Background: an optimization exercise with open tools, aiming at a short achievable clock period and few clock cycles per item. Do not read the settings as production practice.

Design pulse_peak_rate_detector_core, start of the top module:
module pulse_peak_rate_detector_core #(
    parameter int RING_DEPTH = 10
) (
    input  logic                               aclk,
    input  logic                               aresetn,
    input  logic                               s_valid,
    output logic                               s_ready,
    input  logic [pprd_pkg::SAMPLE_W-1:0]      s_sample,
    output logic                               m_valid,
    input  logic                               m_ready,
    output logic [pprd_pkg::RATE_W-1:0]        m_rate,
    output logic [1:0]                         m_event_res,
    output logic [pprd_pkg::SAMPLE_W-1:0]      m_extreme_value,
    output logic                               m_falling_phase,
    input  logic                               cfg_wr_en,
    input  logic [pprd_pkg::CFG_IDX_W-1:0]     cfg_index,
    input  logic [pprd_pkg::CFG_DATA_W-1:0]    cfg_wdata
);
==> module pprd_divider, before the edit <==
module pprd_divider #(
    parameter int N  = 21,
    parameter int LW = $clog2(N + 1)
) (
    input  logic          aclk,
    input  logic          aresetn,
    input  logic          start,
    input  logic [N-1:0]  num_norm,
    input  logic [LW-1:0] nlen,
    input  logic [31:0]   den,
    output logic          busy,
    output logic          fin,
    output logic [N-1:0]  quo
);
    localparam int W = N + 4;      
    typedef enum logic [1:0] {
        PH_SETUP,
        PH_STEP,
        PH_SIGN,
        PH_PICK
    } phase_t;
    logic          busy_reg, zero_reg, neg_reg;
    logic          qp_reg, qn_reg;  
    phase_t        ph_reg;
    logic [LW-1:0] cnt_reg;
    logic [LW-1:0] dlen_reg, nlen_reg;
    logic [N-1:0]  d_reg;          
    logic [N-1:0]  f_reg;          
    logic [W-1:0]  ws_reg, wc_reg;
    logic [N-1:0]  q_reg, qm_reg;  
    function automatic logic [LW-1:0] bitlen(input logic [N-1:0] v);
        bitlen = '0;
        for (int i = 0; i < N; i++) begin
            if (v[i]) bitlen = LW'(i + 1);
        end
    endfunction
    logic [W-1:0] ys, yc, a, s_new, c_new;
    always_comb begin
        ys    = {ws_reg[W-2:0], f_reg[N-1]};
        yc    = {wc_reg[W-2:0], 1'b0};
        a     = qp_reg ? ~{{(W-N){1'b0}}, d_reg} : qn_reg ? {{(W-N){1'b0}}, d_reg} : '0;
        s_new = ys ^ yc ^ a;
        c_new = {((ys & yc) | (ys & a) | (yc & a)), 1'b0};
        c_new[0] = qp_reg;                      
    end
    function automatic logic [1:0] pick(input logic [5:0] s6, input logic [5:0] c6,
                                        input logic [5:0] a6);
        logic [4:0] s5, c5, e;
        s5 = s6[5:1] ^ c6[5:1] ^ a6[5:1];
        c5 = (s6[4:0] & c6[4:0]) | (s6[4:0] & a6[4:0]) | (c6[4:0] & a6[4:0]);
        e  = s5 + c5;
        pick = {e[4] && (e != 5'b11111), !e[4]};    
    endfunction
    logic [5:0] ys6, yc6, dn6, dp6;
    logic [1:0] nx_pos, nx_zero, nx_neg, nx;
    always_comb begin
        ys6     = ys[W-2 -: 6];
        yc6     = yc[W-2 -: 6];
        dp6     = {{(W-N){1'b0}}, d_reg} >> (W - 7);
        dn6     = ~dp6;
        nx_pos  = pick(ys6, yc6, dn6);
        nx_zero = pick(ys6, yc6, 6'd0);
        nx_neg  = pick(ys6, yc6, dp6);
        nx      = qp_reg ? nx_pos : qn_reg ? nx_neg : nx_zero;
    end
    assign busy = busy_reg;
    assign fin  = busy_reg && ((ph_reg == PH_SETUP) ? (zero_reg || (nlen_reg < dlen_reg))
                                                     : (ph_reg == PH_PICK));
    assign quo  = (ph_reg == PH_SETUP) ? '0 : (neg_reg ? qm_reg : q_reg);
    always_ff @(posedge aclk) begin
        if (!aresetn) begin
            busy_reg <= 1'b0;
        end else begin
            if (start) busy_reg <= 1'b1;
            else if (fin) busy_reg <= 1'b0;
        end
    end
    always_ff @(posedge aclk) begin
        if (start) begin
            ph_reg   <= PH_SETUP;
            zero_reg <= (den[31:N] != '0) || (den[N-1:0] == '0);
            d_reg    <= den[N-1:0];
            dlen_reg <= bitlen(den[N-1:0]);
            f_reg    <= num_norm;
            nlen_reg <= nlen;
        end else if (busy_reg) begin
            unique case (ph_reg)
                PH_SETUP: begin
                    ph_reg  <= PH_STEP;
                    cnt_reg <= nlen_reg - dlen_reg;
                    d_reg   <= d_reg << (LW'(N) - dlen_reg);
                    ws_reg  <= W'(f_reg[N-1:1]);
                    wc_reg  <= '0;
                    f_reg   <= {f_reg[0], {(N-1){1'b0}}};
                    q_reg   <= '0;
                    qm_reg  <= '1;
                    qp_reg  <= 1'b1;
                    qn_reg  <= 1'b0;
                end
                PH_STEP: begin
                    if (cnt_reg == '0) ph_reg <= PH_SIGN;
                    cnt_reg <= cnt_reg - LW'(1);
                    ws_reg  <= s_new;
                    wc_reg  <= c_new;
                    f_reg   <= {f_reg[N-2:0], 1'b0};
                    q_reg   <= qp_reg ? {q_reg[N-2:0], 1'b1}  : qn_reg ? {qm_reg[N-2:0], 1'b1}
                                                              : {q_reg[N-2:0], 1'b0};
                    qm_reg  <= qp_reg ? {q_reg[N-2:0], 1'b0}  : qn_reg ? {qm_reg[N-2:0], 1'b0}
                                                              : {qm_reg[N-2:0], 1'b1};
                    qp_reg  <= nx[0];
                    qn_reg  <= nx[1];
                end
                PH_SIGN: begin
                    ph_reg  <= PH_PICK;
                    neg_reg <= (ws_reg + wc_reg) >> (W - 1);
                end
                default: ;
            endcase
        end
    end
endmodule
clock: 7.5 ns
lec_check: 0
abc_clock_period_in_ps: 2000
cap_margin: 20
core_margin: 2
core_utilization: 60
place_density: 0.7
setup_slack_margin: 5
slew_margin: 20
tns_end_percent: 100
run.sh (not shown) runs the stock make flow with config.mk's settings and CLKGATE_MAP_FILE= SYNTH_SCRIPT=/design/flow/synth_recipe.tcl, a recipe that flattens the netlist after the stock synthesis.
The first run passed the timing, design-rule and antenna checks.
==> next run, changes <==
--- a/flow/design.v
+++ b/flow/design.v
@@ -103,24 +103,23 @@
         c_new = {((ys & yc) | (ys & a) | (yc & a)), 1'b0};
         c_new[0] = qp_reg;                      
     end
-    function automatic logic [1:0] pick(input logic [5:0] s6, input logic [5:0] c6,
-                                        input logic [5:0] a6);
-        logic [4:0] s5, c5, e;
-        s5 = s6[5:1] ^ c6[5:1] ^ a6[5:1];
-        c5 = (s6[4:0] & c6[4:0]) | (s6[4:0] & a6[4:0]) | (c6[4:0] & a6[4:0]);
-        e  = s5 + c5;
-        pick = {e[4] && (e != 5'b11111), !e[4]};    
+    function automatic logic [1:0] pick(input logic [4:0] s5, input logic [4:0] c5,
+                                        input logic [4:0] a5);
+        logic [3:0] sx, cx, e;
+        sx = s5[4:1] ^ c5[4:1] ^ a5[4:1];
+        cx = (s5[3:0] & c5[3:0]) | (s5[3:0] & a5[3:0]) | (c5[3:0] & a5[3:0]);
+        e  = sx + cx;
+        pick = {e[3] && (e != 4'b1111), !e[3]};    
     endfunction
-    logic [5:0] ys6, yc6, dn6, dp6;
+    logic [4:0] ys5, yc5, dp5;
     logic [1:0] nx_pos, nx_zero, nx_neg, nx;
     always_comb begin
-        ys6     = ys[W-2 -: 6];
-        yc6     = yc[W-2 -: 6];
-        dp6     = {{(W-N){1'b0}}, d_reg} >> (W - 7);
-        dn6     = ~dp6;
-        nx_pos  = pick(ys6, yc6, dn6);
-        nx_zero = pick(ys6, yc6, 6'd0);
-        nx_neg  = pick(ys6, yc6, dp6);
+        ys5     = ys[W-3 -: 5];
+        yc5     = yc[W-3 -: 5];
+        dp5     = {2'b00, 1'b1, d_reg[N-2 -: 2]};
+        nx_pos  = pick(ys5, yc5, ~dp5);
+        nx_zero = pick(ys5, yc5, 5'd0);
+        nx_neg  = pick(ys5, yc5, dp5);
         nx      = qp_reg ? nx_pos : qn_reg ? nx_neg : nx_zero;
     end
     assign busy = busy_reg;
Via count rises by 0.60%.
Core utilization is higher by 0.70 points.
Non-clock buffer count rises by 43.
Setup slack gets better by 0.045 ns.
Die area is about the same.
Function was not checked in any run of this note: the RTL went through the layout flow alone.

==> port drivers added, routing unchanged <==
No port has a modelled driver above. Below, the same layouts with a new extraction and two added sets of constraints. Step 1 assumes that a clkbuf_16 drives the clock port and a buf_2 every other input. Step 2 adds t to the input delays and takes it off the output delays; t is the mean of the earliest and latest rising clock arrival at the registers after step 1. Input paths then give back, and output paths get back, about the clock's delay inside the block. Slacks: no drivers / after step 1 / after step 2; pairs: no drivers / after step 1.
run	t, ns	setup slack, ns	worst hold slack (ns)	worst setup path at the end	clock arrival spread, ns
the first run	0.826	4.693 / 4.693 / 4.076	0.327 / 0.327 / 0.327	input to register	0.026 / 0.027
the second run	0.845	4.738 / 4.678 / 4.088	0.318 / 0.318 / 0.318	input to register	0.037 / 0.037
After both steps setup and hold are still met in every run listed. The setup slack of the second run, which loses most, moves by -0.060 ns with the drivers and by -0.650 ns with both steps.
